This design comes from an exercise in tuning for small area, a short achievable clock period and few clock cycles per item on the open sky130 flow, not from production work.
RTL that was checked went through simulation tests only; none was proved equivalent to the original.
Power figures rest on the tool's default switching activity, not on a simulated workload.

==> zinc: inputs <==
==> flow/design.v (excerpt) <==
module mul_fu (
    input  logic         i_clk,
    input  logic         i_rst,
    input  logic         i_flush,
    input  logic         issue_valid,
    output logic         issue_ready,
    input  logic [1:0]   mul_op,
    input  logic [31:0]  rs1_v,
    input  logic [31:0]  rs2_v,
    input  logic [5:0]   pd_s,
    input  logic [3:0]   rob_num,
    input  logic [31:0]  instr_pc,
    input  logic [271:0] rvfi_in,
    output logic         fu_done,
    output logic [380:0] fu_data,
    input  logic         ack
);
    logic         r_valid;
    logic         w_load;
    logic [5:0]   r_pd_s;
    logic [3:0]   r_rob_num;
    logic [31:0]  r_instr_pc;
    logic [175:0] r_rvfi_hi;    
    logic [63:0]  r_rvfi_lo;    
    logic [31:0]  w_result;
    assign w_load      = ~r_valid | ack;
    assign issue_ready = w_load;
    assign fu_done     = r_valid;
    always_ff @(posedge i_clk) begin
        if (i_rst | i_flush) r_valid <= 1'b0;
        else if (w_load) r_valid <= issue_valid;
    end
    always_ff @(posedge i_clk) begin
        if (w_load) begin
            r_pd_s     <= pd_s;
            r_rob_num  <= rob_num;
            r_instr_pc <= instr_pc;
            r_rvfi_hi  <= rvfi_in[271:96];
            r_rvfi_lo  <= rvfi_in[63:0];
        end
    end
    mul_datapath u_dp (
        .i_clk    (i_clk),
        .i_en     (w_load),
        .i_op     (mul_op),
        .i_rs1    (rs1_v),
        .i_rs2    (rs2_v),
        .o_result (w_result)
    );
    assign fu_data = {r_pd_s, r_rob_num, w_result, r_instr_pc, 3'b000, 32'd0,
                      r_rvfi_hi, w_result, r_rvfi_lo};
endmodule
export LEC_CHECK = 0
export ABC_AREA = 1
export CAP_MARGIN = 20
export CORE_MARGIN = 2
export CORE_UTILIZATION = 60
export CTS_BUF_LIST = sky130_fd_sc_hd__clkbuf_4 sky130_fd_sc_hd__clkbuf_8
export SETUP_SLACK_MARGIN = 4
export SLEW_MARGIN = 20
export SYNTH_HIERARCHICAL = 1
create_clock -name core_clock -period 9.0 [get_ports {i_clk}]
standard.sh (not shown) runs the stock make flow with config.mk's settings and CLKGATE_MAP_FILE= SYNTH_SCRIPT=/design/flow/synth_recipe.tcl, a recipe that flattens the netlist after the stock synthesis.
==> flow/flow/run.sh <==
#!/bin/bash
# The standard layout (the standard.sh, standard synthesis included), with
# the port buffers that global placement inserts made plain buf_1 cells instead
# of the delay cell the resizer picks by default. Every port still gets one.
set -euo pipefail
export BUFFER_PORTS_ARGS="-buffer_cell sky130_fd_sc_hd__buf_1"
bash standard.sh > standard_flow.log 2>&1
==> juniper (differences from zinc) <==
--- a/flow/config.mk
+++ b/flow/config.mk
@@ -8,8 +8,9 @@
 export ABC_AREA = 1
 export CAP_MARGIN = 20
 export CORE_MARGIN = 2
-export CORE_UTILIZATION = 60
+export CORE_UTILIZATION = 70
 export CTS_BUF_LIST = sky130_fd_sc_hd__clkbuf_4 sky130_fd_sc_hd__clkbuf_8
+export PLACE_DENSITY = 0.72
 export SETUP_SLACK_MARGIN = 4
 export SLEW_MARGIN = 20
 export SYNTH_HIERARCHICAL = 1
==> comparison <==
Synthesized cell count is the same in juniper and zinc. Synthesized area is the same in zinc and juniper. juniper stopped in 5_1_grt (GRT-0116). zinc completed with no timing, DRC or antenna violations.
No run of this note included a check of the RTL's function; only the layout flow was run.

==> v21 <==
Another version of the RTL of mul_fu (not shown whole).
// mul_fu
module mul_fu (
    input  logic         i_clk,
    input  logic         i_rst,
    input  logic         i_flush,
    input  logic         issue_valid,
    output logic         issue_ready,
    input  logic [1:0]   mul_op,
    input  logic [31:0]  rs1_v,
    input  logic [31:0]  rs2_v,
    input  logic [5:0]   pd_s,
    input  logic [3:0]   rob_num,
    input  logic [31:0]  instr_pc,
    input  logic [271:0] rvfi_in,
    output logic         fu_done,
    output logic [380:0] fu_data,
    input  logic         ack
);
export LEC_CHECK = 0
export ABC_AREA = 1
export CAP_MARGIN = 20
export CORE_MARGIN = 2
export CORE_UTILIZATION = 60
export CTS_BUF_LIST = sky130_fd_sc_hd__clkbuf_4 sky130_fd_sc_hd__clkbuf_8
export SETUP_SLACK_MARGIN = 3.4
export SLEW_MARGIN = 20
export SYNTH_HIERARCHICAL = 1
create_clock -name core_clock -period 9.0 [get_ports {i_clk}]
Scripts as last shown in full above: flow/flow/run.sh
==> inputs of v35, as changes to v21 <==
Settings changed: SETUP_SLACK_MARGIN 3.4 to 4.
==> inputs of v32, as changes to v21 <==
Settings changed: SETUP_SLACK_MARGIN 3.4 to 3.7.
==> summary.txt <==
| item | v32 | v21 | v35 |
|---|---|---|---|
| Clock share of power | 8.5% | 9.1% | 8.0% |
| Number of vias per cell | 6.39 | 6.32 | 6.66 |
| Number of vias in the routed layout | 34500 | 34000 | 37100 |
| Headroom to the max-slew limit | 30.2% | 22.3% | 29.9% |
| Post-layout minimum cycle time | 5290 ps | 5610 ps | 5260 ps |
| Final worst clock skew | 12.5 ps | 28.1 ps | 35.6 ps |
| Pleak | 18.9 nW | 18.7 nW | 20.5 nW |
| Pint | 0.0101 W | 0.00928 W | 0.0118 W |
| Status | finished clean | finished clean | finished clean |
| Initial DRT Pass Iterations | 10 | 6 | 8 |
| Pre-CTS setup slack | 2400 ps | 2330 ps | 2280 ps |
| Number of diodes | 9 | 11 | 21 |
| Power per cell area | 463 nW/µm² | 447 nW/µm² | 492 nW/µm² |
| Worst setup path endpoint | u_dp.r_s[84]$_DFFE_PP_ | u_dp.r_s[102]$_DFFE_PP_ | fu_data[95] |
| Total clock network power | 0.00180 W | 0.00183 W | 0.00195 W |
| CLK BUF | 93 | 99 | 98 |
| CP Max Fanout | 35 | 20 | 4 |
| Final worst setup slack | 3710 ps | 3390 ps | 3740 ps |
| HPWL reported at the end of detailed placement | 116000 µm | 115000 µm | 121000 µm |
| Sw Ratio | 52.6% | 53.6% | 51.9% |
| Net load switching power | 0.0112 W | 0.0107 W | 0.0127 W |
| Proportion of cell area spent on the clock network | 3.12% | 3.32% | 3.15% |
| Max incr delay on CP | 550 ps | 890 ps | 720 ps |
| Seq pwr share | 16.7% | 17.5% | 14.4% |
| Sequential share of cell area | 29.3% | 30.0% | 27.0% |
| Aggregate global-route resource usage | 45.1% | 45.0% | 48.6% |
| WL final | 159000 µm | 157000 µm | 177000 µm |
Testbench counts of v21, summed over its fixed seeds: cycles 2,056, ops 2,048.
Testbench counts of v35, summed over its fixed seeds: cycles 2,056, ops 2,048.
Testbench counts of v32, summed over its fixed seeds: cycles 2,056, ops 2,048.

[re-timing with driven ports]
The results above use ideal ports. As a check the final layouts listed here were re-extracted and re-timed, cells and wires unchanged.
Step 1: set_driving_cell puts a clkbuf_16 on i_clk and a buf_2 on each other input, an assumption about the parent block.
Step 2 moves the port delays by t, midway between the first and last clock arrival at a register: inputs arrive t later, outputs are due t later. That takes back most of the time a late clock gives input paths.
Slacks: ideal / step 1 / step 2; pairs: ideal / step 1.
| run | t (ns) | slack for setup (ns) | worst register clock-pin slew, ns | pins driven straight from the clock port |
|---|---|---|---|---|
| zinc | 0.742 | 3.429 / 3.458 / 2.716 | 0.07 / 0.07 | 1 |
| v21 | 0.742 | 3.385 / 3.387 / 2.655 | 0.08 / 0.08 | 1 |
| v35 | 0.764 | 3.739 / 3.673 / 3.138 | 0.07 / 0.07 | 1 |
| v32 | 0.758 | 3.714 / 3.684 / 2.970 | 0.07 / 0.07 | 1 |
After both steps setup and hold are still met in every run listed. The setup slack of v32, which loses most, moves by -0.030 ns with the drivers and by -0.744 ns with both steps.
